This design comes from an exercise in tuning for small area, a short achievable clock period and few clock cycles per item on the open sky130 flow, not from production work.
Where RTL was checked, it was by simulation tests only, not by an equivalence proof against the original.
No functional check of the RTL was part of runs 4 and 5.
Power and IR drop assume default switching activity.

$ cat design/flow/config.mk
export PLATFORM = sky130hd
export DESIGN_NAME = bellmanFordTop
export DESIGN_NICKNAME = bellmanFordTop
export VERILOG_FILES = /design/flow/design.v
export SDC_FILE = /design/flow/constraint.sdc
export NUM_CORES = 4
export LEC_CHECK = 0
export ABC_AREA = 1
export CAP_MARGIN = 20
export CORE_MARGIN = 2
export CORE_UTILIZATION = 40
export CTS_CLUSTER_DIAMETER = 90
export CTS_CLUSTER_SIZE = 20
export SETUP_SLACK_MARGIN = 5.0
export SLEW_MARGIN = 20
export TNS_END_PERCENT = 100
$ cat design/flow/constraint.sdc
create_clock -name core_clock -period 8.0 [get_ports {clock}]
set_input_delay 1.6000 -clock core_clock [delete_from_list [all_inputs] [get_ports {clock}]]
set_output_delay 1.6000 -clock core_clock [all_outputs]
set_load 0.01 [all_outputs]
$ cat design/flow/design.v
package bellmanFordPkg;
    typedef logic [8-1:0] nodeId_t;
    typedef logic signed [8-1:0] weight_t;
    typedef logic signed [16-1:0] distance_t;
    typedef logic [13-1:0] graphAddress_t;
    typedef logic [128-1:0] graphLine_t;
endpackage
module bellmanFordTop (
    input  logic                          clock,
    input  logic                          reset,
    input  logic                          start,
    input  bellmanFordPkg::nodeId_t       source,
    input  bellmanFordPkg::nodeId_t       destination,
    input  bellmanFordPkg::nodeId_t       nodeCount,
    output logic                          graphReadEnable,
    output bellmanFordPkg::graphAddress_t graphAddress,
    input  bellmanFordPkg::graphLine_t    graphData,
    output logic                          outWriteEnable,
    output bellmanFordPkg::graphAddress_t outAddress,
    output bellmanFordPkg::distance_t     outData,
    output logic                          busy,
    output logic                          finish,
    output logic                          negCycle
);
    localparam int NN = 31;
    localparam int DW = 13;
    localparam logic signed [DW-1:0] UNREACHED = 13'sd4095;
    typedef enum logic [2:0] {S_IDLE, S_RUN, S_PD, S_PN, S_PE, S_FIN} state_t;
    typedef enum logic [2:0] {F_WAIT, F_IDXW, F_IDX, F_ADJW, F_FIRST, F_LINE, F_GAP} fetch_t;
    typedef enum logic [1:0] {R_CONT, R_ADJY, R_IDX} req_t;
    state_t st;
    fetch_t fst;
    logic [4:0] srcR, dstR;
    logic [4:0] nR;
    logic [5:0] passCnt;
    logic [DW-1:0] distT [1:NN];
    logic [4:0]    predT [1:NN];
    logic [NN:1]   dirty;
    logic                 aValid, duRd;
    logic [4:0]           pAddr;
    logic signed [7:0]    aW;
    logic                 bValid, bInit;
    logic [4:0]           bNode;
    logic signed [DW-1:0] bCand, bTD;
    logic                 cValid, cInit, cSupp;
    logic [4:0]           cNode, cProc;
    logic signed [DW-1:0] cCand;
    logic signed [DW-1:0] du;
    logic [4:0]           procNode, selNode;
    logic                 selPend;
    logic [5:0]           pos;
    logic [4:0]           yNode, procNext;
    logic                 yPend, yPair, curIsX, issueY, switchY;
    logic [12:0]          addrY;
    logic signed [DW-1:0] du2;
    logic                 du2Rd;
    logic [2:0] slot;
    logic [7:0] rem;
    logic       reqPend;
    req_t       reqKind;
    logic [5:0] outCnt;
    logic [DW-1:0] outWord;
    assign outData = {{(16-DW){outWord[DW-1]}}, outWord};
    logic signed [DW-1:0] pDist;
    logic [4:0]           pPred;
    assign pDist    = distT[pAddr];
    assign pPred    = predT[pAddr];
    logic improve, negDetect, fwdB, fwdC;
    logic [NN:1] cSel;
    always_comb
        for (int i = 1; i <= NN; i++)
            cSel[i] = cNode == 5'(i);
    assign improve = bValid && (bInit || (bCand < bTD));
    assign negDetect = bValid && !bInit && (bCand < -13'sd960);
    assign fwdB = improve && (bNode == pAddr);
    assign fwdC = cValid && (cNode == pAddr);
    logic signed [DW-1:0] fDist;
    assign fDist    = fwdB ? bCand : fwdC ? cCand : pDist;
    logic [NN:1] hiM, mR, oh1, oh2;
    logic        anyHi, anyD, mWrap, below1, below2;
    logic [4:0]  n1, n2, selR, sel2R;
    logic        selAny, selPair, selWrap;
    always_comb
    begin
        for (int i = 1; i <= NN; i++)
            hiM[i] = dirty[i] && (6'(i) >= pos);
        anyHi = |hiM;
        anyD  = |dirty;
    end
    always_ff @(posedge clock)
    begin
        mR <= anyHi ? hiM : dirty;
        mWrap <= !anyHi;
    end
    always_comb
    begin
        for (int i = 1; i <= NN; i++)
        begin
            below1 = 1'b0;
            below2 = 1'b0;
            for (int j = 1; j < i; j++)
                if (mR[j])
                begin
                    below2 = below2 || below1;
                    below1 = 1'b1;
                end
            oh1[i] = mR[i] && !below1;
            oh2[i] = mR[i] && below1 && !below2;
        end
        n1 = '0;
        n2 = '0;
        for (int i = 1; i <= NN; i++)
        begin
            if (oh1[i]) n1 = n1 | 5'(i);
            if (oh2[i]) n2 = n2 | 5'(i);
        end
    end
    logic       lastInLine, nextLast;
    always_comb
    begin
        lastInLine = (rem <= 8'd1) || (slot == 3'd7);
        nextLast   = !lastInLine && ((rem == 8'd2) || (slot == 3'd6));
    end
    logic [4:0] slotNode;
    logic [7:0] slotW;
    always_comb
    begin
        slotNode = graphData[120 - 16*slot +: 5];
        slotW    = graphData[112 - 16*slot +: 8];
    end
    logic [7:0] lFirst;
    assign lFirst = graphData[119:112];
    logic issueIdx, issueCont, issueAdjY, negPass, doneNow;
    always_comb
    begin
        issueIdx  = 1'b0;
        issueCont = 1'b0;
        issueAdjY = 1'b0;
        doneNow   = 1'b0;
        if (st == S_RUN)
        begin
            case (fst)
                F_LINE:
                    if (!reqPend && (nextLast || lastInLine))
                    begin
                        if (nextLast ? (rem != 8'd2) : (rem > 8'd1))
                            issueCont = 1'b1;
                        else if (curIsX && yPair)
                            issueAdjY = 1'b1;
                        else if (selAny)
                            issueIdx = 1'b1;
                    end
                F_FIRST:
                    if (lFirst <= 8'd2)
                    begin
                        if (curIsX && yPair)
                            issueAdjY = 1'b1;
                        else if (selAny)
                            issueIdx = 1'b1;
                    end
                F_WAIT:
                    if (selAny) issueIdx = 1'b1;
                    else if (!anyD && !aValid && !bValid && !cValid) doneNow = 1'b1;
                default: ;
            endcase
        end
        negPass = issueIdx && selWrap && (passCnt == {nR, 1'b0});
    end
    logic issueNode;
    assign issueNode = issueIdx && !negPass;
    logic                 idle;
    logic signed [DW-1:0] wDist;
    assign idle = st == S_IDLE;
    assign wDist = {cCand[DW-1] & !idle, cCand[DW-2:0] | {(DW-1){idle}}};
    always_ff @(posedge clock)
    begin
        for (int i = 1; i <= NN; i++)
        begin
            if (idle || (cValid && cSel[i]))
                distT[i] <= wDist;
            if (cValid && cSel[i])
                predT[i] <= cProc;
        end
    end
    always_ff @(posedge clock)
    begin
        for (int i = 1; i <= NN; i++)
        begin
            if (st == S_IDLE)
                dirty[i] <= 1'b0;
            else
            begin
                if (issueNode && (selR == 5'(i) || (selPair && sel2R == 5'(i))))
                    dirty[i] <= 1'b0;
                else if (cValid && !cInit && !cSupp && cSel[i])
                    dirty[i] <= 1'b1;
            end
        end
    end
    always_ff @(posedge clock)
    begin
        selR <= n1;
        sel2R <= n2;
        selAny <= |mR;
        selPair <= |oh2;
        selWrap <= mWrap;
    end
    logic [4:0] pAddrNext;
    logic       startNow;
    assign startNow = st == S_IDLE && start;
    always_comb
    begin
        pAddrNext = slotNode;
        if (st == S_RUN && fst == F_IDX)
            pAddrNext = yNode;
        if (st == S_RUN && fst == F_ADJW)
            pAddrNext = selNode;
        if (doneNow || st == S_PD)
            pAddrNext = dstR;
        if (st == S_PN)
            pAddrNext = pPred;
    end
    always_ff @(posedge clock)
    begin
        pAddr <= pAddrNext;
        aW <= slotW;
        bNode <= startNow ? source[4:0] : pAddr;
        bCand <= startNow ? '0 : du + {{(DW-8){aW[7]}}, aW};
        bTD <= fDist;
        cNode <= bNode;
        cProc <= procNode;
        cCand <= bCand;
        cSupp <= (selPend && bNode == selNode) || (yPend && bNode == yNode);
    end
    always_ff @(posedge clock)
    begin
        if (reset)
        begin
            st <= S_IDLE;
            busy <= 1'b0;
            fst <= F_WAIT;
            graphReadEnable <= 1'b0;
            outWriteEnable <= 1'b0;
            finish <= 1'b0;
            negCycle <= 1'b0;
            aValid <= 1'b0;
            duRd <= 1'b0;
            bValid <= 1'b0;
            bInit <= 1'b0;
            cValid <= 1'b0;
            cInit <= 1'b0;
            reqPend <= 1'b0;
            selPend <= 1'b0;
            yPend <= 1'b0;
            yPair <= 1'b0;
            issueY <= 1'b0;
            switchY <= 1'b0;
            du2Rd <= 1'b0;
        end
        else
        begin
            graphReadEnable <= 1'b0;
            outWriteEnable <= 1'b0;
            finish <= 1'b0;
            issueY <= 1'b0;
            switchY <= 1'b0;
            aValid <= 1'b0;
            duRd <= 1'b0;
            du2Rd <= 1'b0;
            bValid <= aValid;
            bInit <= 1'b0;
            cValid <= improve;
            cInit <= bInit;
            if (duRd)
            begin
                du <= fDist;
                selPend <= 1'b0;
            end
            if (du2Rd)
                du2 <= fDist;
            else if (yPend && cValid && cNode == yNode)
                du2 <= cCand;
            if (switchY)
                procNode <= procNext;
            case (st)
                S_IDLE:
                begin
                    fst <= F_WAIT;
                    if (start)
                    begin
                        srcR <= source[4:0];
                        dstR <= destination[4:0];
                        nR <= nodeCount[4:0];
                        negCycle <= 1'b0;
                        passCnt <= 6'd1;
                        bValid <= 1'b1;
                        bInit <= 1'b1;
                        procNode <= source[4:0];
                        selNode <= source[4:0];
                        selPend <= 1'b0;
                        yPend <= 1'b0;
                        yPair <= 1'b0;
                        pos <= {1'b0, source[4:0]} + 6'd1;
                        graphReadEnable <= 1'b1;
                        graphAddress <= bellmanFordPkg::graphAddress_t'(source[4:0]);
                        reqPend <= 1'b0;
                        fst <= F_IDXW;
                        st <= S_RUN;
                        busy <= 1'b1;
                    end
                end
                S_RUN:
                begin
                    if (issueNode)
                    begin
                        graphReadEnable <= 1'b1;
                        graphAddress <= bellmanFordPkg::graphAddress_t'(selR);
                        selNode <= selR;
                        selPend <= 1'b1;
                        yNode <= sel2R;
                        yPend <= selPair;
                        yPair <= selPair;
                        issueY <= selPair;
                        pos <= {1'b0, selPair ? sel2R : selR} + 6'd1;
                        if (selWrap)
                            passCnt <= passCnt + 6'd1;
                    end
                    if (issueY)
                    begin
                        graphReadEnable <= 1'b1;
                        graphAddress <= bellmanFordPkg::graphAddress_t'(yNode);
                    end
                    if (issueCont)
                    begin
                        graphReadEnable <= 1'b1;
                        graphAddress <= graphAddress + 13'd1;
                    end
                    if (issueAdjY)
                    begin
                        graphReadEnable <= 1'b1;
                        graphAddress <= addrY;
                    end
                    case (fst)
                        F_WAIT:
                            if (issueIdx) fst <= F_IDXW;
                        F_IDXW:
                            fst <= F_IDX;
                        F_IDX:
                        begin
                            graphReadEnable <= 1'b1;
                            graphAddress <= graphData[13-1:0];
                            du2Rd <= 1'b1;
                            fst <= F_ADJW;
                        end
                        F_ADJW:
                        begin
                            addrY <= graphData[13-1:0];
                            duRd <= 1'b1;
                            procNode <= selNode;
                            curIsX <= 1'b1;
                            slot <= 3'd1;
                            fst <= F_FIRST;
                        end
                        F_FIRST:
                        begin
                            aValid <= lFirst != 8'd0;
                            rem <= (lFirst == 8'd0) ? 8'd0 : lFirst - 8'd1;
                            slot <= 3'd2;
                            fst <= F_LINE;
                            if (!curIsX)
                            begin
                                du <= (improve && bNode == yNode) ? bCand
                                    : (cValid && cNode == yNode) ? cCand : du2;
                                if (!issueNode)
                                    yPend <= 1'b0;
                                procNext <= yNode;
                                switchY <= 1'b1;
                            end
                            if (lFirst <= 8'd1)
                            begin
                                slot <= 3'd1;
                                if (issueAdjY)
                                begin
                                    reqKind <= R_ADJY;
                                    fst <= F_GAP;
                                end
                                else
                                    fst <= issueIdx ? F_IDXW : F_WAIT;
                            end
                            else if (issueIdx || issueAdjY)
                            begin
                                reqPend <= 1'b1;
                                reqKind <= issueAdjY ? R_ADJY : R_IDX;
                            end
                        end
                        F_GAP:
                            if (reqKind == R_ADJY)
                            begin
                                curIsX <= 1'b0;
                                yPair <= 1'b0;
                                slot <= 3'd1;
                                fst <= F_FIRST;
                            end
                            else
                                fst <= F_LINE;
                        F_LINE:
                        begin
                            aValid <= rem != 8'd0;
                            if (rem != 8'd0)
                                rem <= rem - 8'd1;
                            slot <= slot + 3'd1;
                            if (nextLast && (issueCont || issueAdjY || issueIdx))
                            begin
                                reqPend <= 1'b1;
                                reqKind <= issueCont ? R_CONT : issueAdjY ? R_ADJY : R_IDX;
                            end
                            if (lastInLine)
                            begin
                                reqPend <= 1'b0;
                                slot <= 3'd0;
                                if (reqPend)
                                begin
                                    case (reqKind)
                                        R_CONT: fst <= F_LINE;
                                        R_ADJY:
                                        begin
                                            curIsX <= 1'b0;
                                            yPair <= 1'b0;
                                            slot <= 3'd1;
                                            fst <= F_FIRST;
                                        end
                                        default: fst <= F_IDX;
                                    endcase
                                end
                                else if (issueCont || issueAdjY)
                                begin
                                    reqKind <= issueCont ? R_CONT : R_ADJY;
                                    fst <= F_GAP;
                                end
                                else if (issueIdx)
                                    fst <= F_IDXW;
                                else
                                    fst <= F_WAIT;
                            end
                        end
                        default:
                            fst <= F_WAIT;
                    endcase
                    if (doneNow)
                    begin
                        st <= S_PD;
                    end
                    if (negDetect || negPass)
                    begin
                        negCycle <= 1'b1;
                        finish <= 1'b1;
                        graphReadEnable <= 1'b0;
                        aValid <= 1'b0;
                        bValid <= 1'b0;
                        cValid <= 1'b0;
                        fst <= F_WAIT;
                        st <= S_FIN;
                    end
                end
                S_PD:
                begin
                    outWriteEnable <= 1'b1;
                    outCnt <= 6'd0;
                    outAddress <= '0;
                    outWord <= (pDist == UNREACHED) ? '1 : pDist;
                    if (pDist != UNREACHED)
                        st <= S_PN;
                    else
                    begin
                        finish <= 1'b1;
                        st <= S_FIN;
                    end
                end
                S_PN:
                begin
                    outWriteEnable <= 1'b1;
                    outCnt <= outCnt + 6'd1;
                    outAddress <= bellmanFordPkg::graphAddress_t'(outCnt + 6'd1);
                    outWord <= DW'(pAddr);
                    if (pAddr == srcR)
                        st <= S_PE;
                end
                S_PE:
                begin
                    outWriteEnable <= 1'b1;
                    outCnt <= outCnt + 6'd1;
                    outAddress <= bellmanFordPkg::graphAddress_t'(outCnt + 6'd1);
                    outWord <= '1;
                    finish <= 1'b1;
                    st <= S_FIN;
                end
                default:
                begin
                    st <= S_IDLE;
                    busy <= 1'b0;
                end
            endcase
        end
    end
endmodule
$ cat design/flow/run.sh
#!/bin/bash
# synth_recipe.tcl (not shown) runs the flow's synth.tcl, then flattens the netlist and writes it again
# the make line also repeats each setting of config.mk as NAME=value (left out here)
make -C /OpenROAD-flow-scripts/flow DESIGN_CONFIG=/design/flow/config.mk WORK_HOME=/design/flow/orfs CLKGATE_MAP_FILE= SYNTH_SCRIPT=/design/flow/synth_recipe.tcl finish
==> results of run 1 <==
## how the worst max path moves through the flow
stage / endpoint / slack [ns] / cells after the start
4_1_cts: finish / 4.94 / 14
3_5_place_dp: yPair / 3.17 / 16
2_1_floorplan: passCnt[0] / 4.61 / 13
3_3_place_gp: yPair / 3.17 / 16
6_report: graphAddress[4] / 5.03 / 1
5_1_grt: outWord[12] / 4.99 / 17
## kinds of logic (layout without fill, tap and decap cells)
logic type,after synthesis,count (layout),share of synthesized area
AOI/OAI and AO/OA,635,635,0.0985
xor gates and xnor gates,28,28,0.00624
adders and majority gates,38,38,0.0123
buffers and inverters,498,750,0.0539
DFF,859,859,0.613
muxes,5,5,0.00127
other,1,6,0.0000954
and+or+nand+nor,1940,1942,0.214
## per-stage QoR
stage | util | instances
after floorplan | - | 4009
after global placement | 0.436 | 5342
after detailed placement | 0.436 | 5343
after CTS | 0.462 | 5500
after global routing | 0.467 | 5539
final | 0.467 | 5539
## where the power goes
group          switching, µW  total [µW]  internal (µW)  leakage [µW]
sequential               571        7410           6840       0.00764
clock                   1490        2660           1180      0.000680
combinational           4560        6130           1570       0.00932
total                   6620       16200           9590        0.0176
## state kept, by name (all words and copies together), names as in the netlist, 6 cells and up
signal and count:
passCnt 6, bCand 13, cCand 13, distT 403, outAddress 7, dirty 31
predT 155, outWord 13, bTD 13, aW 8, graphAddress 13, mR 31
du 13, pos 6, rem 8, addrY 13, du2 13
## metal layers
metal,up-vias,routed length (µm),global-route usage,share of wire
met1,14300,51100,0.321,0.43
met2,1143,55300,0.373,0.47
li1,14300,-,-,-
met5,-,0,0,0
met4,0,2950,0.0605,0.025
met3,131,8990,0.0253,0.076
## synth_stat cells, types with 10 or more instances
library cell / n / share of area
inv_2: 11 / 0.0011
o211ai_1: 35 / 0.0067
xnor2_1: 10 / 0.0022
nand2_1: 1046 / 0.10
nor2_4: 14 / 0.0040
o21ai_0: 197 / 0.025
or2_2: 10 / 0.0016
edfxtp_1: 691 / 0.53
buf_4: 26 / 0.0050
o221ai_1: 10 / 0.0022
xor2_1: 18 / 0.0040
nand3_1: 198 / 0.025
nor2_2: 15 / 0.0024
nor4_1: 21 / 0.0033
o21ai_1: 18 / 0.0023
buf_6: 12 / 0.0034
ha_1: 37 / 0.012
a22o_1: 16 / 0.0036
buf_2: 37 / 0.0047
a211o_1: 25 / 0.0056
a22oi_1: 15 / 0.0029
clkbuf_1: 73 / 0.0070
nor3_1: 33 / 0.0042
a31oi_1: 31 / 0.0049
nand2_2: 13 / 0.0021
a21oi_1: 160 / 0.020
o22ai_1: 55 / 0.0088
dfxtp_1: 168 / 0.086
nand4_1: 94 / 0.015
nor2_1: 448 / 0.043
inv_1: 320 / 0.031
## cell type report
| type | count | share of cell area |
|---|---|---|
| clock buffer | 73 | 0.0295 |
| clock inverter | 4 | 0.00196 |
| inverter | 342 | 0.0303 |
| multi-input combinational | 2654 | 0.300 |
| sequential | 859 | 0.533 |
| tap | 1276 | 0.0352 |
| timing repair buffer | 329 | 0.0697 |
| timing repair inverter | 2 | 0.000331 |
## repair_timing
item,in CTS,in global routing
gates resized for setup,178,64
buffers inserted,76,36
hold buffers,0,0
pin swaps,26,18
endpoints found under the setup margin,478,216
gates cloned,4,3
==> impl_metrics.json, run 1 <==
{
  "cts-htree-levels": 2,
  "worstReg2RegStart": "pAddr[1]",
  "syn-cell-area_um2": 39300,
  "wirelength_um": 118000,
  "grt_max_degree": 71,
  "multi_input_area_um2": 13600,
  "startpoint_type": "flip-flop",
  "yosysUniqueCellTypes": 77,
  "die_area_um2": 101000,
  "worst_ir_drop_vdd_mv": 0.236,
  "cts.path.max_buffers": 3,
  "fin_area_um2": 45300,
  "required_ns": 6.40,
  "tns_ns": 0,
  "timing.fmax_mhz": 337,
  "synth_edf_count": 691,
  "final_common_cell": "nand2_1",
  "layout_common_cells": "nand2_1 (1028), edfxtp_1 (691), nor2_1 (424), inv_1 (307), nand3_1 (193)",
  "worstHoldEndpoint": "selWrap",
  "ys_ff_latch": 859,
  "powerDensity_nw_per_um2": 358,
  "hold_slack_ns": 0.345,
  "hp-start": "mWrap",
  "slowest_delay_ns": 0.50,
  "vias": 29800,
  "worstMarginPinSlew_ns": 1.16,
  "avgViaCountPerCell": 5.39,
  "ant_nets": 0,
  "slew_headroom": 0.224,
  "finalCriticalPeriod_ns": 2.97,
  "grt_usage": 0.228,
  "cts-buffers-inserted": 49,
  "drc": 0,
  "syn_avg_cell_area_um2": 9.82,
  "nets": 4430,
  "dp_slack_ns": 3.17,
  "clk_latency_ns": 0.66,
  "worstPathMaxFanout": 4,
  "cp_num_buf_inv": 1,
  "pin_count": 202,
  "dpl_cell_area_um2": 42300,
  "p_leak_uw": 0.0176,
  "root_buffer": "clkbuf_16",
  "path_delay_family": "flip-flops",
  "hold-path-cell-count": 0,
  "hp-class": "reg2reg",
  "status": "finished clean",
  "gp_congestion": 0.876,
  "critPathLaunch": "graphAddress[4]",
  "antenna_found_initial": 0,
  "clkTransAtPathRegs_ns": 0.09,
  "seq_area_um2": 24100,
  "die_x_um": 318,
  "yosysWarnings": 21,
  "coreArea_um2": 97000,
  "r2r_slack_ns": 5.06,
  "grt-ovfl-total": 0,
  "post-route-period-util": 0.371,
  "r2r_end": "outWord[12]",
  "grt_pass1_wl_um": 175000,
  "fin_worst_skew_ns": 0.0365,
  "die_h_um": 318,
  "area_growth_pct": 15.3,
  "cts.sinks": 859,
  "finalWorstSetupSlack_ns": 5.03,
  "synthCells": 4004,
  "diodes": 0,
  "slew_violations": 0,
  "async_flop_share": 0,
  "crit_arrival_ns": 1.37,
  "drt_iter0_drc": 3291,
  "setup_violations": 0,
  "reg2reg_depth": 18,
  "dp_hpwl_um": 79400,
  "cp_cell_sequence": "buf_2",
  "power_uw": 16200,
  "drive_above_1_share": 0.107,
  "num_rows": 114,
  "yosysSeqAreaShare": 0.613,
  "fill_cells": 9117,
  "hold_viol_final": 0,
  "rsz0062_at_grt": "false",
  "end_kind": "output port",
  "wl_per_cell_um": 21.4,
  "synth_ff_type": "edfxtp_1",
  "cap_viol_max_count": 0,
  "firstDrtPassIters": 6,
  "slowest_stage": "edfxtp_1",
  "grt_pass1_vias": 27900,
  "cts_tree": "done",
  "setup.worst_path.class": "reg2out",
  "start_util": 0.405,
  "port-buffer-count": 162
}
Testbench counts, summed over its fixed seeds: cycles 19,110, queries 96.
==> run 2: changes to the inputs <==
--- a/design/flow/config.mk
+++ b/design/flow/config.mk
@@ -9,8 +9,9 @@
 export CAP_MARGIN = 20
 export CORE_MARGIN = 2
 export CORE_UTILIZATION = 40
-export CTS_CLUSTER_DIAMETER = 90
-export CTS_CLUSTER_SIZE = 20
+export CTS_BUF_LIST = sky130_fd_sc_hd__clkbuf_8
+export CTS_CLUSTER_DIAMETER = 80
+export CTS_CLUSTER_SIZE = 16
 export SETUP_SLACK_MARGIN = 5.0
 export SLEW_MARGIN = 20
 export TNS_END_PERCENT = 100
==> run 2 against run 1 <==
  * Combinational power is essentially flat
  * Total power fell by 2.9%
  * Non-clock buffer count shrank 16
  * Clock skew up 0.0069 ns
  * Worst setup slack worse by 0.11 ns
  * First-iteration DRC count down 2.6%
  * Critical path depth stayed put
  * Flip-flop and latch count unchanged
  * Routed wire length is essentially flat
  * Critical path type unchanged
==> impl_metrics.json, run 2 <==
{
  "syn-cell-area_um2": 39300,
  "reg.largest.list": "distT (403), predT (155)",
  "async_flop_share": 0,
  "yosysWarnings": 21,
  "root_buffer": "clkbuf_8",
  "p_leak_uw": 0.0175,
  "finalWorstSetupSlack_ns": 4.92,
  "die_h_um": 318,
  "syn_avg_cell_area_um2": 9.82,
  "layout_common_cells": "nand2_1 (1027), edfxtp_1 (691), nor2_1 (424), inv_1 (335), nand3_1 (192)",
  "avgViaCountPerCell": 5.38,
  "finalCriticalPeriod_ns": 3.08,
  "ys_ff_latch": 859,
  "r2r_slack_ns": 5.08,
  "cts-htree-levels": 2,
  "power_uw": 15700,
  "fin_cells": 5547,
  "top_register": "distT",
  "pin_count": 202,
  "rsz0062_at_grt": "true",
  "setup_violations": 0,
  "coreArea_um2": 97000,
  "firstDrtPassIters": 8,
  "cts_tree": "done",
  "synth_top_family_by_area": "simple AND/OR/NAND/NOR gates",
  "grt_usage": 0.228,
  "yosysUniqueCellTypes": 77,
  "area_growth_pct": 13.6,
  "yosysSeqAreaShare": 0.613,
  "status": "finished clean",
  "final_common_cell": "nand2_1",
  "hold_buffers": 0,
  "grt_pass1_wl_um": 175000,
  "fill_cells": 9200,
  "grt_pass1_vias": 27800,
  "synthTopCellsByCount": "nand2_1 (1046), edfxtp_1 (691), nor2_1 (448)",
  "dp_slack_ns": 3.17,
  "fin_worst_skew_ns": 0.0434,
  "slew_violations": 0,
  "cap_viol_max_count": 0,
  "seq_area_um2": 24100,
  "drc": 0,
  "cts.sinks": 859,
  "path_delay_family": "flip-flops",
  "num_rows": 114,
  "end_kind": "output port",
  "synth_ff_type": "edfxtp_1",
  "synth_top_area_frac": 0.528,
  "hold_viol_final": 0,
  "worstPathMaxFanout": 4,
  "wl_per_cell_um": 21.3,
  "wirelength_um": 118000,
  "post-route-period-util": 0.385,
  "largest_reg_flops": 403,
  "slew_headroom": 0.243,
  "multi_input_area_um2": 13600,
  "die_area_um2": 101000,
  "cp_cell_sequence": "buf_6",
  "gp_congestion": 0.876,
  "drive_above_1_share": 0.114,
  "synthTopCellsByArea": "edfxtp_1 (53%), nand2_1 (10%), dfxtp_1 (8.6%)",
  "hp-class": "reg2reg",
  "cp_num_buf_inv": 1,
  "slowest_stage": "edfxtp_1",
  "synth_mux_area_frac": 0.00127,
  "clk_latency_ns": 0.78,
  "synth_fa_ha_area_frac": 0.0123,
  "slowest_delay_ns": 0.53,
  "antenna_found_initial": 1,
  "clkTransAtPathRegs_ns": 0.12,
  "cts.path.max_buffers": 3,
  "synth-compound-area-share": 0.0985,
  "tns_ns": 0,
  "die_x_um": 318,
  "port-buffer-count": 162,
  "synth_edf_count": 691,
  "ant_nets": 0,
  "timing.fmax_mhz": 325,
  "nets": 4428,
  "grt-ovfl-total": 0,
  "synthCells": 4004,
  "vias": 29800,
  "worstMarginPinSlew_ns": 1.13,
  "drt_iter0_drc": 3205,
  "powerDensity_nw_per_um2": 352,
  "dp_hpwl_um": 79400,
  "worst_ir_drop_vdd_mv": 0.178,
  "yosys.area_share.simple": 0.214,
  "cts-buffers-inserted": 61,
  "final_util": 0.461,
  "yosys.area_share.xor_xnor": 0.00624,
  "yosysTopAreaCell": "edfxtp_1",
  "setup.worst_path.class": "reg2out",
  "start_util": 0.405,
  "synth_most_common_cell": "nand2_1",
  "startpoint_type": "flip-flop",
  "dp_cells": 5343,
  "crit_arrival_ns": 1.48,
  "required_ns": 6.40,
  "grt_max_degree": 71
}
run 2: cell counts after synthesis:
Identical to the previous run, type by type.
run 2: report_power, final:
part           leakage (µW)  total [µW]  internal (µW)  switching [µW]
registers           0.00764        7410           6840             575
logic               0.00921        6120           1540            4580
clock network      0.000646        2210            770            1440
total                0.0175       15700           9150            6590
run 2: cell type report:
cell class / instances / area share
Sequential cell: 859 / 0.540
Multi-Input combinational cell: 2655 / 0.304
Timing Repair Buffer: 313 / 0.0644
Tap cell: 1276 / 0.0357
Inverter: 342 / 0.0309
Clock buffer: 63 / 0.0194
Clock inverter: 35 / 0.00462
Timing Repair inverter: 3 / 0.000588
Antenna cell: 1 / 0.0000560
run 2: repair_timing:
action	in CTS	in global routing
gates cloned	4	3
pin swaps	24	19
setup buffers	65	33
resized for setup	258	48
endpoints found under the setup margin	441	198
run 2: per-layer routing:
layer	routed length (µm)	global-route usage	vias to the layer above
met3	8710	0.0272	150
met5	0	0	-
met2	55000	0.370	1141
met1	51500	0.322	14300
li1	-	-	14200
met4	3080	0.0658	0
run 2: kinds of logic (layout without fill, tap and decap cells):
family / after synthesis / count (layout)
flip-flops: 859 / 859
multiplexers: 5 / 5
adder cells (fa/ha/maj): 38 / 38
other: 1 / 7
AND/OR/NAND/NOR: 1940 / 1943
buffers and inverters: 498 / 756
XOR/XNOR: 28 / 28
AO/OA/AOI/OAI: 635 / 635
run 2: through the flow:
step                hold slack (ns)  area, µm²
finish                        0.340      44700
global route                  0.360      44700
floorplan                     0.310      39400
detailed placement            0.324      42300
CTS                           0.344      44200
global placement              0.322      42300
run 2: path summary, 6_finish.rpt:
| path | cells past startpoint | to | from |
|---|---|---|---|
| hold / removal | 0 | selWrap | mWrap |
| hold reg to reg | 0 | selWrap | mWrap |
| setup / recovery | 1 | graphAddress[4] | graphAddress[4] |
| setup reg to reg | 13 | pAddr[0] | pAddr[1] |
run 2: worst register-to-register path: cells and delay by family (launching register included):
| family | cells | cell delay, ns |
|---|---|---|
| AOI/OAI and AO/OA | 2 | 0.26 |
| buffers and inverters | 4 | 0.67 |
| DFF | 1 | 0.48 |
| and+or+nand+nor | 7 | 1.36 |
==> run 3: changes to the inputs <==
==> design/flow/flow/run.sh (new file) <==
#!/bin/bash
# Standard layout, with plain buffers (sky130_fd_sc_hd__buf_1) on the ports
# instead of the resizer's default choice.
set -euo pipefail
cd "$(dirname "$0")/.."
export BUFFER_PORTS_ARGS="-buffer_cell sky130_fd_sc_hd__buf_1"
bash standard.sh > make_finish.log 2>&1
==> design/flow/standard.sh (new file) <==
#!/bin/bash
# synth_recipe.tcl (not shown) runs the flow's synth.tcl, then flattens the netlist and writes it again
# the make line also repeats each setting of config.mk as NAME=value (left out here)
make -C /OpenROAD-flow-scripts/flow DESIGN_CONFIG=/design/flow/config.mk WORK_HOME=/design/flow/orfs CLKGATE_MAP_FILE= SYNTH_SCRIPT=/design/flow/synth_recipe.tcl "${@:-finish}"
--- a/design/flow/config.mk
+++ b/design/flow/config.mk
@@ -9,9 +9,8 @@
 export CAP_MARGIN = 20
 export CORE_MARGIN = 2
 export CORE_UTILIZATION = 40
-export CTS_BUF_LIST = sky130_fd_sc_hd__clkbuf_8
-export CTS_CLUSTER_DIAMETER = 80
-export CTS_CLUSTER_SIZE = 16
+export CTS_CLUSTER_DIAMETER = 90
+export CTS_CLUSTER_SIZE = 20
 export SETUP_SLACK_MARGIN = 5.0
 export SLEW_MARGIN = 20
 export TNS_END_PERCENT = 100
removed: design/flow/run.sh
==> run 3 against run 2 <==
  * Still clean on timing, DRC and antenna
  * Via count decreased by 0.46%
  * Utilization decreased by 0.35 points
  * Clock skew decreased by 0.016 ns
  * First-iteration DRC count decreased by 8.0%
  * Cell area decreased by 0.76%
  * Fmax increased by 3.8%
  * Register-to-register slack got worse by 0.04 ns
  * Total power increased by 2.7%
  * Largest cell class unchanged
  * Largest power group unchanged
==> impl_metrics.json, run 3 <==
{
  "dp_slack_ns": 3.41,
  "diodes": 0,
  "fin_worst_skew_ns": 0.0275,
  "fill_cells": 9166,
  "wl_met2_um": 53800,
  "required_ns": 8.52,
  "synthTopCellsByArea": "edfxtp_1 (53%), nand2_1 (10%), dfxtp_1 (8.6%)",
  "clk_latency_ns": 0.65,
  "grt-ovfl-total": 0,
  "hold_slack_ns": 0.336,
  "area_growth_pct": 12.8,
  "yosys.area_share.xor_xnor": 0.00624,
  "wirelength_um": 117000,
  "slew_violations": 0,
  "post-route-period-util": 0.371,
  "firstDrtPassIters": 6,
  "status": "finished clean",
  "syn_avg_cell_area_um2": 9.82,
  "syn-cell-area_um2": 39300,
  "seq_area_um2": 24100,
  "reg.largest.list": "distT (403), predT (155)",
  "drive_above_1_share": 0.101,
  "synth_top_area_frac": 0.528,
  "setup.worst_path.class": "reg2reg",
  "multi_input_area_um2": 13600,
  "topRoutingLayerUsed": "met4",
  "timing.fmax_mhz": 337,
  "slew_headroom": 0.271,
  "cts.path.max_buffers": 3,
  "hp-class": "reg2reg",
  "top_register": "distT",
  "die_x_um": 318,
  "async_flop_share": 0,
  "synth_top_family_by_area": "simple AND/OR/NAND/NOR gates",
  "layout_common_cells": "nand2_1 (1030), edfxtp_1 (691), nor2_1 (426), inv_1 (311), nand3_1 (192)",
  "yosysSeqAreaShare": 0.613,
  "grt_pass1_wl_um": 172000,
  "worst_ir_drop_vdd_mv": 0.198,
  "cts_tree": "done",
  "antenna_found_initial": 0,
  "ant_nets": 0,
  "rsz0062_at_grt": "true",
  "nets": 4425,
  "vias": 29700,
  "cap_viol_max_count": 0,
  "yosysWarnings": 21,
  "fin_area_um2": 44300,
  "dpl_cell_area_um2": 41300,
  "cts.sinks": 859,
  "setup_violations": 0,
  "wl_per_cell_um": 21.1,
  "cts-buffers-inserted": 50,
  "clkTransAtPathRegs_ns": 0.09,
  "synth_most_common_cell": "nand2_1",
  "num_rows": 114,
  "start_util": 0.405,
  "yosysTopAreaCell": "edfxtp_1",
  "drc": 0,
  "worstPathMaxFanout": 49,
  "coreArea_um2": 97000,
  "die_area_um2": 101000,
  "synth_fa_ha_area_frac": 0.0123,
  "r2r_slack_ns": 5.04,
  "synth-compound-area-share": 0.0985,
  "grt_max_degree": 71,
  "synth_ff_type": "edfxtp_1",
  "largest_reg_flops": 403,
  "finalCriticalPeriod_ns": 2.96,
  "tns_ns": 0,
  "synthCells": 4004,
  "worstMarginPinSlew_ns": 1.09,
  "gp_congestion": 0.901,
  "die_h_um": 318,
  "ys_ff_latch": 859,
  "pin_count": 202,
  "wl_met1_um": 51400,
  "synthTopCellsByCount": "nand2_1 (1046), edfxtp_1 (691), nor2_1 (448)",
  "cts-htree-levels": 2,
  "yosysUniqueCellTypes": 77,
  "finalWorstSetupSlack_ns": 5.04,
  "port-buffer-count": 162,
  "root_buffer": "clkbuf_16",
  "final_util": 0.457,
  "powerDensity_nw_per_um2": 364,
  "drt_iter0_drc": 2947,
  "crit_arrival_ns": 3.48,
  "synth_edf_count": 691,
  "startpoint_type": "flip-flop",
  "grt_usage": 0.223,
  "yosys.area_share.simple": 0.214,
  "dp_hpwl_um": 78100,
  "hold_viol_final": 0,
  "synth_mux_area_frac": 0.00127,
  "met3_wirelength_um": 8230,
  "avgViaCountPerCell": 5.36,
  "grt_pass1_vias": 27600,
  "p_leak_uw": 0.0172,
  "final_common_cell": "nand2_1",
  "end_kind": "flip-flop"
}
[run 3: cell count changes in the layout (fill, tap and decap cells not counted), sizes merged, moves of 2 or more]
cell           delta
inv              -23
clkdlybuf4s15     -3
clkbuf            +9
clkinv            -4
dlygate4sd2       -4
nor2              -2
clkdlybuf4s50   -113
buf             +132
[run 3: power by group]
| part | switching (µW) | internal [µW] |
|---|---|---|
| Clock | 1490 | 1200 |
| Combinational | 4520 | 1530 |
| Sequential | 577 | 6830 |
[run 3: routing by layer]
layer  up-vias  GRT usage
met1     14200      0.317
met4         0     0.0613
li1      14300          -
met3       150     0.0280
met5         -          0
met2      1115      0.361
[run 3: worst paths after layout]
| check | from | end | cells past startpoint |
|---|---|---|---|
| max | pAddr[4] | pAddr[2] | 13 |
| min | mWrap | selWrap | 0 |
| max reg2reg | pAddr[4] | pAddr[2] | 13 |
| min reg2reg | mWrap | selWrap | 0 |
[run 3: layout make-up]
cell class,count,share of cell area
clock buffer,74,0.0307
clock inverter,6,0.00226
inverter,342,0.0307
multi-input combinational,2653,0.306
sequential,859,0.544
tap,1276,0.0360
timing repair buffer,323,0.0491
timing repair inverter,3,0.000536
[run 3: metrics by stage]
step | total power [µW] | std cells
floorplan | 10600 | 4009
global placement | 12900 | 5346
detailed placement | 13000 | 5347
CTS | 15900 | 5493
global route | 16900 | 5536
finish | 16200 | 5536
[run 3: kinds of logic (layout without fill, tap and decap cells)]
logic type | after synthesis | after routing
adder cells (fa/ha/maj) | 38 | 38
XOR/XNOR | 28 | 28
AO/OA/AOI/OAI | 635 | 635
multiplexers | 5 | 5
buffers and inverters | 498 | 748
flip-flops | 859 | 859
AND/OR/NAND/NOR | 1940 | 1941
other | 1 | 6
[run 3: timing repair]
item | in CTS | in global routing
hold buffers | 0 | 0
cloned | 3 | 2
hold endpoints to repair | 0 | 0
resized for setup | 70 | 65
setup buffers | 63 | 41
setup endpoints to repair | 383 | 215
pin swaps | 21 | 25
[run 3: critical path, cell delays in order, from the launching register on]
cell and delay [ns]:
dfxtp_4 0.54, inv_16 0.14, nand2_1 0.23, nor2_4 0.11, buf_4 0.15, buf_4 0.15, nand2_1 0.06, nand2_1 0.05
a21oi_1 0.13, nand4_1 0.13, nor4_1 0.43, nand4_1 0.33, a21oi_1 0.22, o21ai_0 0.09
==> run 4: changes to the inputs <==
--- a/design/flow/design.v
+++ b/design/flow/design.v
@@ -31,8 +31,12 @@
     state_t st;
     fetch_t fst;
     logic [4:0] srcR, dstR;
-    logic [4:0] nR;
-    logic [5:0] passCnt;
+    logic [5:0] passCnt, passLimit;
+    logic [2:0] bT;
+    logic [5:0] procCnt;
+    logic       phase2;
+    logic [1:0] quiet, raiseWait;
+    localparam logic [5:0] PHASE1_NODES = 6'd60;
     logic [DW-1:0] distT [1:NN];
     logic [4:0]    predT [1:NN];
     logic [NN:1]   dirty;
@@ -76,21 +80,28 @@
     assign fwdC = cValid && (cNode == pAddr);
     logic signed [DW-1:0] fDist;
     assign fDist    = fwdB ? bCand : fwdC ? cCand : pDist;
-    logic [NN:1] hiM, mR, oh1, oh2;
-    logic        anyHi, anyD, mWrap, below1, below2;
+    logic [NN:1] elig, hiM, mR, oh1, oh2;
+    logic [2:0]  bucket [1:NN];
+    logic        anyHi, anyD, mWrap, mDirty, selDirty, below1, below2;
     logic [4:0]  n1, n2, selR, sel2R;
     logic        selAny, selPair, selWrap;
     always_comb
     begin
         for (int i = 1; i <= NN; i++)
-            hiM[i] = dirty[i] && (6'(i) >= pos);
+        begin
+            bucket[i] = distT[i][DW-1] ? 3'd0
+                      : (|distT[i][DW-2:7]) ? 3'd7 : distT[i][6:4];
+            elig[i] = dirty[i] && (phase2 || bucket[i] <= bT);
+            hiM[i] = elig[i] && (6'(i) >= pos);
+        end
         anyHi = |hiM;
         anyD  = |dirty;
     end
     always_ff @(posedge clock)
     begin
-        mR <= anyHi ? hiM : dirty;
+        mR <= anyHi ? hiM : elig;
         mWrap <= !anyHi;
+        mDirty <= anyD;
     end
     always_comb
     begin
@@ -130,9 +141,11 @@
     end
     logic [7:0] lFirst;
     assign lFirst = graphData[119:112];
-    logic issueIdx, issueCont, issueAdjY, negPass, doneNow;
+    logic issueIdx, issueCont, issueAdjY, negPass, doneNow, raiseT, canIdx;
     always_comb
     begin
+        canIdx = selAny && (!selWrap || !phase2 || (fst == F_WAIT && quiet == 2'd3));
+        raiseT = 1'b0;
         issueIdx  = 1'b0;
         issueCont = 1'b0;
         issueAdjY = 1'b0;
@@ -147,7 +160,7 @@
                             issueCont = 1'b1;
                         else if (curIsX && yPair)
                             issueAdjY = 1'b1;
-                        else if (selAny)
+                        else if (canIdx)
                             issueIdx = 1'b1;
                     end
                 F_FIRST:
@@ -155,16 +168,17 @@
                     begin
                         if (curIsX && yPair)
                             issueAdjY = 1'b1;
-                        else if (selAny)
+                        else if (canIdx)
                             issueIdx = 1'b1;
                     end
                 F_WAIT:
-                    if (selAny) issueIdx = 1'b1;
+                    if (canIdx) issueIdx = 1'b1;
                     else if (!anyD && !aValid && !bValid && !cValid) doneNow = 1'b1;
+                    else if (!phase2 && !selAny && selDirty && raiseWait == 2'd0) raiseT = 1'b1;
                 default: ;
             endcase
         end
-        negPass = issueIdx && selWrap && (passCnt == {nR, 1'b0});
+        negPass = issueIdx && selWrap && phase2 && (passCnt == passLimit);
     end
     logic issueNode;
     assign issueNode = issueIdx && !negPass;
@@ -202,6 +216,7 @@
         selR <= n1;
         sel2R <= n2;
         selAny <= |mR;
+        selDirty <= mDirty;
         selPair <= |oh2;
         selWrap <= mWrap;
     end
@@ -256,6 +271,7 @@
             issueY <= 1'b0;
             switchY <= 1'b0;
             du2Rd <= 1'b0;
+            raiseWait <= 2'd0;
         end
         else
         begin
@@ -264,6 +280,18 @@
             finish <= 1'b0;
             issueY <= 1'b0;
             switchY <= 1'b0;
+            if (quiet != 2'd3)
+                quiet <= quiet + 2'd1;
+            if (fst != F_WAIT || aValid || bValid || cValid)
+                quiet <= 2'd0;
+            if (raiseWait != 2'd0)
+                raiseWait <= raiseWait - 2'd1;
+            if (raiseT)
+            begin
+                raiseWait <= 2'd2;
+                if (bT != 3'd7)
+                    bT <= bT + 3'd1;
+            end
             aValid <= 1'b0;
             duRd <= 1'b0;
             du2Rd <= 1'b0;
@@ -290,7 +318,10 @@
                     begin
                         srcR <= source[4:0];
                         dstR <= destination[4:0];
-                        nR <= nodeCount[4:0];
+                        passLimit <= {1'b0, nodeCount[4:0]} + 6'd1;
+                        bT <= 3'd1;
+                        procCnt <= '0;
+                        phase2 <= 1'b0;
                         negCycle <= 1'b0;
                         passCnt <= 6'd1;
                         bValid <= 1'b1;
@@ -322,8 +353,15 @@
                         yPair <= selPair;
                         issueY <= selPair;
                         pos <= {1'b0, selPair ? sel2R : selR} + 6'd1;
-                        if (selWrap)
+                        if (selWrap && phase2)
                             passCnt <= passCnt + 6'd1;
+                        if (!phase2)
+                            procCnt <= procCnt + 6'd1;
+                        if (!phase2 && procCnt == PHASE1_NODES)
+                        begin
+                            phase2 <= 1'b1;
+                            passCnt <= 6'd1;
+                        end
                     end
                     if (issueY)
                     begin
==> design/flow/run.sh (new file) <==
#!/bin/bash
# synth_recipe.tcl (not shown) runs the flow's synth.tcl, then flattens the netlist and writes it again
# the make line also repeats each setting of config.mk as NAME=value (left out here)
make -C /OpenROAD-flow-scripts/flow DESIGN_CONFIG=/design/flow/config.mk WORK_HOME=/design/flow/orfs CLKGATE_MAP_FILE= SYNTH_SCRIPT=/design/flow/synth_recipe.tcl finish
removed: design/flow/flow/run.sh
removed: design/flow/standard.sh
==> run 4 against run 3 <==
  * Critical endpoint is now mR[14]
  * Worst hold slack worse by 0.0095 ns
  * Largest cell class unchanged
  * Critical path type unchanged
  * Still clean on timing, DRC and antenna
  * Worst setup slack worse by 0.15 ns
  * Sequential power is 5.0% higher
  * Critical path depth is 5 higher
  * Synthesized cell count is 18% higher
  * Flip-flop and latch count is 17 higher
==> impl_metrics.json, run 4 <==
{
  "p_switching_uw": 8090,
  "required_ns": 8.62,
  "firstDrtPassIters": 6,
  "seqPwrFrac": 0.418,
  "ys_ff_latch": 876,
  "cap_viol_max_count": 0,
  "critical_path.endpoint": "mR[14]",
  "synth_edf_count": 704,
  "antenna_found_initial": 4,
  "status": "finished clean",
  "r2r_end": "mR[14]",
  "worst_ir_drop_vdd_mv": 0.257,
  "hold_slack_ns": 0.327,
  "diodes": 0,
  "worstMarginPinSlew_ns": 1.18,
  "grt_pass1_wl_um": 222000,
  "slew_violations": 0,
  "p_clk_frac": 0.154,
  "yosysTopAreaCell": "edfxtp_1",
  "port-buffer-count": 162,
  "die_x_um": 334,
  "avgViaCountPerCell": 5.62,
  "async_flop_share": 0,
  "setup_violations": 0,
  "worstPathMaxFanout": 5,
  "gp_congestion": 1.00,
  "pin_count": 202,
  "slew_headroom": 0.213,
  "fin_worst_skew_ns": 0.0484,
  "final_common_cell": "nand2_1",
  "fin_area_um2": 51000,
  "synthCells": 4710,
  "clkTransAtPathRegs_ns": 0.09,
  "tns_ns": 0,
  "reg2reg_depth": 18,
  "yosysWarnings": 22,
  "finalCriticalPeriod_ns": 3.12,
  "crit_arrival_ns": 3.74,
  "cts-htree-levels": 2,
  "critPathLaunch": "distT[21][8]",
  "synth_top_area_frac": 0.485,
  "synth_ff_type": "edfxtp_1",
  "dp_hpwl_um": 108000,
  "power_uw": 18600,
  "layout_common_cells": "nand2_1 (970), edfxtp_1 (704), nor2_1 (557), inv_1 (424), nand3_1 (352)",
  "coreArea_um2": 108000,
  "pwr-share-comb": 0.427,
  "drive_above_1_share": 0.125,
  "start_util": 0.402,
  "startpoint_type": "flip-flop",
  "hold_viol_final": 0,
  "wl_per_cell_um": 24.1,
  "powerDensity_nw_per_um2": 364,
  "drt_iter0_drc": 4347,
  "vias": 36200,
  "rsz0062_at_grt": "true",
  "die_h_um": 334,
  "reg.largest.list": "distT (403), predT (155)",
  "drc": 0,
  "grt_pass1_vias": 33600,
  "end_kind": "flip-flop",
  "post-route-period-util": 0.390,
  "num_rows": 121,
  "top_register": "distT",
  "yosysUniqueCellTypes": 68,
  "setup.worst_path.class": "reg2reg",
  "r2r_slack_ns": 4.88,
  "cts.sinks": 876,
  "yosysSeqAreaShare": 0.564,
  "grt_max_degree": 79,
  "die_area_um2": 112000,
  "dpl_cell_area_um2": 46900,
  "fin_cells": 6446,
  "synthTopCellsByCount": "nand2_1 (1005), edfxtp_1 (704), nor2_1 (581)",
  "worstReg2RegStart": "distT[21][8]",
  "nets": 5292,
  "p_int_uw": 10500,
  "wirelength_um": 155000,
  "dp_cells": 6208,
  "syn_avg_cell_area_um2": 9.25,
  "hp-class": "reg2reg",
  "clk_latency_ns": 0.72,
  "timing.fmax_mhz": 321,
  "cts.path.max_buffers": 3,
  "area_growth_pct": 17.1,
  "grt-ovfl-total": 0,
  "ant_nets": 0,
  "syn-cell-area_um2": 43600,
  "grt_usage": 0.268,
  "fill_cells": 10300,
  "switching_share": 0.435,
  "cts-buffers-inserted": 51,
  "p_leak_uw": 0.0199,
  "cts_tree": "done",
  "synth_most_common_cell": "nand2_1",
  "synthTopCellsByArea": "edfxtp_1 (49%), nand2_1 (8.7%), dfxtp_1 (7.9%)",
  "root_buffer": "clkbuf_16",
  "largest_reg_flops": 403
}
==> run 4: changes by cell type in the layout (fill, tap and decap cells not counted), moves of 58 or more <==
cell / before / now
nor2_1: 426 / 557
buf_4: 133 / 191
inv_1: 311 / 424
nand3_1: 192 / 352
clkdlybuf4s50_1: 0 / 113
nand2_1: 1030 / 970
buf_1: 155 / 0
o21ai_0: 165 / 238
ha_1: 36 / 133
==> run 4: layout make-up <==
type,instances,area [µm²],share of cell area
repair buffers,395,3680,0.0720
repair inverters,1,6.26,0.000123
clock buffers,74,1360,0.0267
flip-flops and latches,876,24600,0.482
inverters,474,1870,0.0367
multi-input cells,3202,17600,0.345
well taps,1414,1770,0.0347
clock inverters,10,159,0.00311
==> run 4: worst min path at each step <==
stage | depth (start not counted) | end | startpoint
after floorplan | 0 | selDirty | mDirty
after global placement | 0 | selDirty | mDirty
after detailed placement | 0 | selDirty | mDirty
after CTS | 0 | selWrap | mWrap
after global routing | 0 | selDirty | mDirty
final | 0 | selWrap | mWrap
==> run 4: power groups by stage <==
stage	logic [µW]	registers [µW]	clock network [µW]
floorplan	4060	7620	0
global placement	6760	7850	0
detailed placement	6840	7870	0
CTS	7390	7750	2900
global route	8480	7900	3050
finish	7940	7780	2860
==> run 4: per-layer routing <==
| layer | part of all wire | global-route usage | vias to the layer above | routed length (µm) |
|---|---|---|---|---|
| li1 | - | - | 16800 | - |
| met1 | 0.41 | 0.359 | 17500 | 62900 |
| met2 | 0.46 | 0.434 | 1648 | 71300 |
| met3 | 0.089 | 0.0460 | 277 | 13900 |
| met4 | 0.045 | 0.103 | 6 | 6950 |
| met5 | 0.00023 | 0 | - | 35 |
==> run 4: worst max-delay path, stage by stage, from the launching register on <==
cell and delay, ns:
edfxtp_1 0.41, nor3_2 0.21, nor3b_2 0.19, inv_1 0.09
nor2_1 0.10, nor2_1 0.05, ha_1 0.31, nand2_1 0.07
o21ai_2 0.18, a31oi_4 0.17, nand2_2 0.16, nand2_1 0.06
inv_1 0.06, nand3_2 0.12, nor4_4 0.29, buf_4 0.19
buf_6 0.13, nand3_1 0.10, nand2_2 0.11
==> run 4: timing repair <==
action                                  in CTS  in global routing
cloned                                       9                  6
pin swaps                                   45                 47
endpoints found under the setup margin     245                152
setup buffers                               86                 53
gates resized for setup                    313                137
hold buffers                                 0                  0
==> run 4: logic make-up (layout without fill, tap and decap cells) <==
family | count (synthesis) | count (layout) | synth area share
adders and majority gates | 136 | 136 | 0.0392
muxes | 4 | 4 | 0.000919
other | 1 | 6 | 0.0000861
AOI/OAI and AO/OA | 746 | 746 | 0.101
buffers and inverters | 640 | 954 | 0.0614
and+or+nand+nor | 2272 | 2275 | 0.227
xor gates and xnor gates | 35 | 35 | 0.00703
DFF | 876 | 876 | 0.564
==> run 4: stage by stage <==
stage / setup WS (ns) / utilization
2_1_floorplan: 4.88 / -
3_3_place_gp: 3.65 / 0.433
3_5_place_dp: 3.64 / 0.433
4_1_cts: 4.85 / 0.461
5_1_grt: 4.74 / 0.471
6_report: 4.88 / 0.471
==> run 5: changes to the inputs <==
--- a/design/flow/design.v
+++ b/design/flow/design.v
@@ -32,10 +32,11 @@
     fetch_t fst;
     logic [4:0] srcR, dstR;
     logic [5:0] passCnt, passLimit;
-    logic [2:0] bT;
+    logic [1:0] bT;
     logic [5:0] procCnt;
     logic       phase2;
-    logic [1:0] quiet, raiseWait;
+    logic [2:0] quiet;
+    logic [1:0] raiseWait;
     localparam logic [5:0] PHASE1_NODES = 6'd60;
     logic [DW-1:0] distT [1:NN];
     logic [4:0]    predT [1:NN];
@@ -80,8 +81,9 @@
     assign fwdC = cValid && (cNode == pAddr);
     logic signed [DW-1:0] fDist;
     assign fDist    = fwdB ? bCand : fwdC ? cCand : pDist;
-    logic [NN:1] elig, hiM, mR, oh1, oh2;
-    logic [2:0]  bucket [1:NN];
+    logic [NN:1] elig, eligR, hiM, mR, oh1, oh2;
+    logic [3:0]  bTh;
+    assign bTh = {bT == 2'd3, bT >= 2'd2, bT >= 2'd1, 1'b1};
     logic        anyHi, anyD, mWrap, mDirty, selDirty, below1, below2;
     logic [4:0]  n1, n2, selR, sel2R;
     logic        selAny, selPair, selWrap;
@@ -89,17 +91,17 @@
     begin
         for (int i = 1; i <= NN; i++)
         begin
-            bucket[i] = distT[i][DW-1] ? 3'd0
-                      : (|distT[i][DW-2:7]) ? 3'd7 : distT[i][6:4];
-            elig[i] = dirty[i] && (phase2 || bucket[i] <= bT);
-            hiM[i] = elig[i] && (6'(i) >= pos);
+            elig[i] = dirty[i] && (distT[i][DW-1]
+                      || ((|distT[i][DW-2:6]) ? bTh[3] : bTh[distT[i][5:4]]));
+            hiM[i] = eligR[i] && (6'(i) >= pos);
         end
         anyHi = |hiM;
         anyD  = |dirty;
     end
     always_ff @(posedge clock)
     begin
-        mR <= anyHi ? hiM : elig;
+        eligR <= elig;
+        mR <= anyHi ? hiM : eligR;
         mWrap <= !anyHi;
         mDirty <= anyD;
     end
@@ -144,7 +146,7 @@
     logic issueIdx, issueCont, issueAdjY, negPass, doneNow, raiseT, canIdx;
     always_comb
     begin
-        canIdx = selAny && (!selWrap || !phase2 || (fst == F_WAIT && quiet == 2'd3));
+        canIdx = selAny && (!selWrap || !phase2 || (fst == F_WAIT && quiet == 3'd5));
         raiseT = 1'b0;
         issueIdx  = 1'b0;
         issueCont = 1'b0;
@@ -280,17 +282,17 @@
             finish <= 1'b0;
             issueY <= 1'b0;
             switchY <= 1'b0;
-            if (quiet != 2'd3)
-                quiet <= quiet + 2'd1;
+            if (quiet != 3'd5)
+                quiet <= quiet + 3'd1;
             if (fst != F_WAIT || aValid || bValid || cValid)
-                quiet <= 2'd0;
+                quiet <= 3'd0;
             if (raiseWait != 2'd0)
                 raiseWait <= raiseWait - 2'd1;
             if (raiseT)
             begin
-                raiseWait <= 2'd2;
-                if (bT != 3'd7)
-                    bT <= bT + 3'd1;
+                raiseWait <= 2'd3;
+                if (bT != 2'd3)
+                    bT <= bT + 2'd1;
             end
             aValid <= 1'b0;
             duRd <= 1'b0;
@@ -319,7 +321,7 @@
                         srcR <= source[4:0];
                         dstR <= destination[4:0];
                         passLimit <= {1'b0, nodeCount[4:0]} + 6'd1;
-                        bT <= 3'd1;
+                        bT <= 2'd1;
                         procCnt <= '0;
                         phase2 <= 1'b0;
                         negCycle <= 1'b0;
@@ -360,6 +362,7 @@
                         if (!phase2 && procCnt == PHASE1_NODES)
                         begin
                             phase2 <= 1'b1;
+                            bT <= 2'd3;
                             passCnt <= 6'd1;
                         end
                     end
==> run 5 against run 4 <==
  * First-iteration DRC count shrank 12%
  * Worst setup slack better by 0.15 ns
  * Flip-flop and latch count increased by 31
  * Register-to-register slack gained 0.19 ns
  * Critical path type is now reg2out
  * Critical endpoint is now outData[5]
  * Highest routed layer unchanged
==> impl_metrics.json, run 5 <==
{
  "finalWorstSetupSlack_ns": 5.03,
  "gp_congestion": 0.981,
  "firstDrtPassIters": 6,
  "hold_buffers": 0,
  "hp-class": "reg2reg",
  "yosysUniqueCellTypes": 69,
  "top_register": "distT",
  "cts.sinks": 907,
  "synthCells": 4304,
  "p_leak_uw": 0.0188,
  "dp_slack_ns": 3.34,
  "yosys.area_share.simple": 0.169,
  "dp_hpwl_um": 98300,
  "port-buffer-count": 162,
  "synth_most_common_cell": "nand2_1",
  "yosysTopAreaCell": "edfxtp_1",
  "num_rows": 118,
  "timing.fmax_mhz": 337,
  "cp_num_buf_inv": 1,
  "synth_mux_area_frac": 0.000964,
  "worstPathMaxFanout": 1,
  "syn_avg_cell_area_um2": 9.65,
  "drc": 0,
  "cts-buffers-inserted": 53,
  "die_area_um2": 106000,
  "startpoint_type": "flip-flop",
  "status": "finished clean",
  "worstMarginPinSlew_ns": 1.10,
  "nets": 4761,
  "cap_viol_max_count": 0,
  "synth_ff_type": "edfxtp_1",
  "wl_per_cell_um": 22.8,
  "path_delay_family": "flip-flops",
  "cts-htree-levels": 2,
  "ant_nets": 0,
  "drt_iter0_drc": 3820,
  "ys_ff_latch": 907,
  "yosysSeqAreaShare": 0.607,
  "slowest_delay_ns": 0.40,
  "fin_worst_skew_ns": 0.0367,
  "avgViaCountPerCell": 5.48,
  "tns_ns": 0,
  "grt_max_degree": 71,
  "clk_latency_ns": 0.70,
  "slowest_stage": "edfxtp_1",
  "cts.path.max_buffers": 3,
  "fin_area_um2": 48100,
  "clkTransAtPathRegs_ns": 0.09,
  "power_uw": 17300,
  "dpl_cell_area_um2": 44900,
  "hold_viol_final": 0,
  "largest_reg_flops": 403,
  "slew_headroom": 0.265,
  "final_common_cell": "nand2_1",
  "synth_edf_count": 704,
  "reg.largest.list": "distT (403), predT (155)",
  "end_kind": "output port",
  "synthTopCellsByArea": "edfxtp_1 (51%), dfxtp_1 (9.8%), nand2_1 (7.5%)",
  "pin_count": 202,
  "slew_violations": 0,
  "worst_ir_drop_vdd_mv": 0.207,
  "synth_top_area_frac": 0.509,
  "synth_top_family_by_area": "simple AND/OR/NAND/NOR gates",
  "root_buffer": "clkbuf_16",
  "synth-compound-area-share": 0.130,
  "yosys.area_share.xor_xnor": 0.00822,
  "synthTopCellsByCount": "nand2_1 (834), edfxtp_1 (704), inv_1 (572)",
  "die_x_um": 326,
  "wirelength_um": 136000,
  "finalCriticalPeriod_ns": 2.97,
  "setup_violations": 0,
  "die_h_um": 326,
  "grt_pass1_vias": 30500,
  "rsz0062_at_grt": "true",
  "required_ns": 6.40,
  "yosysWarnings": 21,
  "async_flop_share": 0,
  "grt_pass1_wl_um": 196000,
  "antenna_found_initial": 2,
  "powerDensity_nw_per_um2": 360,
  "setup.worst_path.class": "reg2out",
  "area_growth_pct": 15.8,
  "diodes": 0,
  "start_util": 0.403,
  "grt-ovfl-total": 0,
  "layout_common_cells": "nand2_1 (807), edfxtp_1 (704), inv_1 (550), nor2_1 (420), o21ai_0 (261)",
  "coreArea_um2": 103000,
  "cp_cell_sequence": "dlygate4sd2_1",
  "grt_usage": 0.246,
  "synth_fa_ha_area_frac": 0.0134,
  "syn-cell-area_um2": 41500,
  "crit_arrival_ns": 1.37,
  "post-route-period-util": 0.371,
  "drive_above_1_share": 0.106,
  "vias": 32700,
  "cts_tree": "done"
}
[run 5: changes by cell type after synthesis, sizes merged, moves of 57 or more]
cell,before,now
nand3,394,164
nand2,1017,846
nor2,619,479
inv,464,591
ha,135,43
o22ai,65,135
nand4,111,54
[run 5: worst paths after layout]
kind / from / to / slack [ns] / cells after the start
max reg2reg: pAddr[4] / pAddr[4] / 5.07 / 10
max: outWord[5] / outData[5] / 5.03 / 1
min: mDirty / selDirty / 0.33 / 0
min reg2reg: mDirty / selDirty / 0.33 / 0
[run 5: per-layer routing]
layer	part of all wire	global-route usage	routed length (µm)	vias to the layer above
met5	0.00012	0	16	-
met4	0.045	0.101	6110	2
met3	0.089	0.0409	12200	229
met2	0.45	0.389	61300	1474
met1	0.42	0.337	56800	15700
li1	-	-	-	15300
[run 5: per-stage QoR]
step           cells  hold WS (ns)  utilization
6_report        5973         0.333        0.466
5_1_grt         5973         0.339        0.466
4_1_cts         5924         0.332        0.459
3_5_place_dp    5769         0.312        0.435
3_3_place_gp    5769         0.313        0.435
2_1_floorplan   4309         0.310            -
[run 5: logic make-up after synthesis]
kind of cell	Yosys count
and+or+nand+nor	1661
DFF	907
AOI/OAI and AO/OA	904
buffers and inverters	744
adders and majority gates	44
xor gates and xnor gates	39
muxes	4
other	1
[run 5: where the power goes]
| part | internal, µW | leakage (µW) | switching [µW] |
|---|---|---|---|
| registers | 7160 | 0.00805 | 622 |
| clock network | 1250 | 0.000736 | 1590 |
| logic | 1720 | 0.0101 | 4970 |
| total | 10100 | 0.0188 | 7180 |
[run 5: area by class of cell]
class	instances	area, µm²
tap	1380	1730
timing repair inverter	5	25.0
clock inverter	9	128
timing repair buffer	337	2980
inverter	598	2370
clock buffer	77	1420
sequential	907	25200
fill	9597	55100
multi-input combinational	2660	14300
[run 5: what timing repair did]
action,4_1_cts,5_1_grt
setup endpoints to repair,283,143
setup buffers,67,41
cloned,2,7
gates resized for setup,199,114
pin swaps,25,28
==> run 6: changes to the inputs <==
--- a/design/flow/design.v
+++ b/design/flow/design.v
@@ -81,7 +81,7 @@
     assign fwdC = cValid && (cNode == pAddr);
     logic signed [DW-1:0] fDist;
     assign fDist    = fwdB ? bCand : fwdC ? cCand : pDist;
-    logic [NN:1] elig, eligR, hiM, mR, oh1, oh2;
+    logic [NN:1] elig, hiM, mR, oh1, oh2;
     logic [3:0]  bTh;
     assign bTh = {bT == 2'd3, bT >= 2'd2, bT >= 2'd1, 1'b1};
     logic        anyHi, anyD, mWrap, mDirty, selDirty, below1, below2;
@@ -93,15 +93,14 @@
         begin
             elig[i] = dirty[i] && (distT[i][DW-1]
                       || ((|distT[i][DW-2:6]) ? bTh[3] : bTh[distT[i][5:4]]));
-            hiM[i] = eligR[i] && (6'(i) >= pos);
+            hiM[i] = elig[i] && (6'(i) >= pos);
         end
         anyHi = |hiM;
         anyD  = |dirty;
     end
     always_ff @(posedge clock)
     begin
-        eligR <= elig;
-        mR <= anyHi ? hiM : eligR;
+        mR <= anyHi ? hiM : elig;
         mWrap <= !anyHi;
         mDirty <= anyD;
     end
@@ -146,7 +145,7 @@
     logic issueIdx, issueCont, issueAdjY, negPass, doneNow, raiseT, canIdx;
     always_comb
     begin
-        canIdx = selAny && (!selWrap || !phase2 || (fst == F_WAIT && quiet == 3'd5));
+        canIdx = selAny && (!selWrap || !phase2 || (fst == F_WAIT && quiet == 3'd3));
         raiseT = 1'b0;
         issueIdx  = 1'b0;
         issueCont = 1'b0;
@@ -282,7 +281,7 @@
             finish <= 1'b0;
             issueY <= 1'b0;
             switchY <= 1'b0;
-            if (quiet != 3'd5)
+            if (quiet != 3'd3)
                 quiet <= quiet + 3'd1;
             if (fst != F_WAIT || aValid || bValid || cValid)
                 quiet <= 3'd0;
@@ -290,7 +289,7 @@
                 raiseWait <= raiseWait - 2'd1;
             if (raiseT)
             begin
-                raiseWait <= 2'd3;
+                raiseWait <= 2'd2;
                 if (bT != 2'd3)
                     bT <= bT + 2'd1;
             end
==> run 6 against run 5 <==
  * Non-clock buffer count rose by 41
  * Fmax fell by 0.50%
  * Clock power barely moved
  * Largest cell class unchanged
  * Utilization rose by 0.40 points
  * Combinational power rose by 5.4%
  * Still clean
==> impl_metrics.json, run 6 <==
{
  "status": "finished clean",
  "synth_most_common_cell": "nand2_1",
  "yosysTopAreaCell": "edfxtp_1",
  "slew_violations": 0,
  "p_leak_uw": 0.0191,
  "die_area_um2": 108000,
  "start_util": 0.404,
  "setup_violations": 0,
  "tns_ns": 0,
  "grt_max_degree": 74,
  "largest_reg_flops": 403,
  "area_growth_pct": 16.3,
  "reg.largest.list": "distT (403), predT (155)",
  "reg2reg_depth": 11,
  "firstDrtPassIters": 6,
  "syn_avg_cell_area_um2": 9.44,
  "finalCriticalPeriod_ns": 2.98,
  "cts-buffers-inserted": 52,
  "critPathLaunch": "bT[0]",
  "wirelength_um": 150000,
  "synth_edf_count": 704,
  "synth_top_area_frac": 0.504,
  "cts-htree-levels": 2,
  "die_h_um": 328,
  "drc": 0,
  "coreArea_um2": 104000,
  "root_buffer": "clkbuf_16",
  "critical_path.endpoint": "mR[18]",
  "vias": 34900,
  "fin_cells": 6124,
  "cts.path.max_buffers": 3,
  "num_rows": 118,
  "grt_usage": 0.267,
  "rsz0062_at_grt": "true",
  "startpoint_type": "flip-flop",
  "pin_count": 202,
  "drt_iter0_drc": 4466,
  "multi_input_area_um2": 15600,
  "fill_cells": 9912,
  "top_register": "distT",
  "antenna_found_initial": 4,
  "ant_nets": 0,
  "grt-ovfl-total": 0,
  "dp_cells": 5884,
  "final_common_cell": "nand2_1",
  "grt_pass1_vias": 31900,
  "drive_above_1_share": 0.113,
  "synthCells": 4446,
  "slew_headroom": 0.233,
  "avgViaCountPerCell": 5.69,
  "end_kind": "flip-flop",
  "port-buffer-count": 162,
  "grt_pass1_wl_um": 212000,
  "timing.fmax_mhz": 335,
  "clkTransAtPathRegs_ns": 0.09,
  "crit_arrival_ns": 3.56,
  "gp_congestion": 0.954,
  "hold_slack_ns": 0.340,
  "powerDensity_nw_per_um2": 360,
  "yosysSeqAreaShare": 0.586,
  "yosysWarnings": 21,
  "clk_latency_ns": 0.67,
  "yosysUniqueCellTypes": 70,
  "cap_viol_max_count": 0,
  "die_x_um": 328,
  "hold_viol_final": 0,
  "layout_common_cells": "nand2_1 (961), edfxtp_1 (704), nor2_1 (495), inv_1 (387), nand3_1 (298)",
  "hold_buffers": 0,
  "synth_ff_type": "edfxtp_1",
  "dp_hpwl_um": 105000,
  "setup.worst_path.class": "reg2reg"
}
-- run 6: cell count changes after synthesis, moves of 27 or more --
cell / delta
and3_1: +27
dfxtp_1: -31
inv_1: -172
nand2_1: +149
nand3_1: +156
nand4_1: +42
nor2_1: +55
o21ai_0: -62
o22ai_1: -51
-- run 6: area by class of cell --
class,count,share of cell area
clock inverter,7,0.00164
antenna,1,0.0000513
sequential,876,0.504
inverter,426,0.0358
multi-input combinational,2975,0.319
tap,1380,0.0354
timing repair buffer,378,0.0742
clock buffer,80,0.0301
timing repair inverter,1,0.0000769
-- run 6: metrics by stage --
| step | area, µm² | setup WS, ns |
|---|---|---|
| after floorplan | 42100 | 4.61 |
| after detailed placement | 45100 | 2.89 |
| after CTS | 47800 | 4.99 |
| after global routing | 48800 | 4.93 |
| final | 48800 | 5.02 |
| after global placement | 45100 | 2.89 |
-- run 6: cells by family after synthesis --
kind of cell               after synthesis  synth area share
AOI/OAI and AO/OA                      782             0.112
adders and majority gates               43            0.0130
other                                    1         0.0000894
muxes                                    4          0.000954
buffers and inverters                  609            0.0606
and+or+nand+nor                       2093             0.220
xor gates and xnor gates                38           0.00793
DFF                                    876             0.586
-- run 6: metal layers --
| layer | track usage | wire length [µm] | vias to the layer above |
|---|---|---|---|
| li1 | - | - | 16000 |
| met3 | 0.0398 | 14300 | 309 |
| met1 | 0.366 | 60900 | 16700 |
| met4 | 0.121 | 7920 | 8 |
| met5 | 0 | 49 | - |
| met2 | 0.421 | 66900 | 1849 |
-- run 6: what timing repair did --
item                       CTS  global route
pin swaps                   27            25
cloned                       8            10
gates resized for setup    206           100
setup buffers               86            48
setup endpoints to repair  407           196
-- run 6: worst min-delay path by stage --
stage                          end  slack (ns)  depth (start not counted)
after floorplan           selDirty        0.31                          0
after global placement    selDirty        0.31                          0
after detailed placement  selDirty        0.32                          0
after CTS                 selDirty        0.34                          0
after global routing      selDirty        0.35                          0
final                     selDirty        0.34                          0
-- run 6: power by group --
part | total, µW | switching, µW | internal [µW]
Sequential | 7650 | 683 | 6960
Combinational | 7050 | 5230 | 1820
Clock | 2860 | 1580 | 1290
Total | 17600 | 7490 | 10100
-- run 6: critical path: stages, from the launching register on --
cell,delay (ns)
edfxtp_1,0.57
bufinv_16,0.42
a31oi_1,0.12
o22ai_1,0.31
a21oi_1,0.28
nand2_1,0.16
nand4_1,0.11
or2_2,0.37
nor2_4,0.12
buf_4,0.20
nand3_1,0.08
nand2_1,0.12
Testbench counts of run 6, summed over its fixed seeds: cycles 17,161, queries 96.
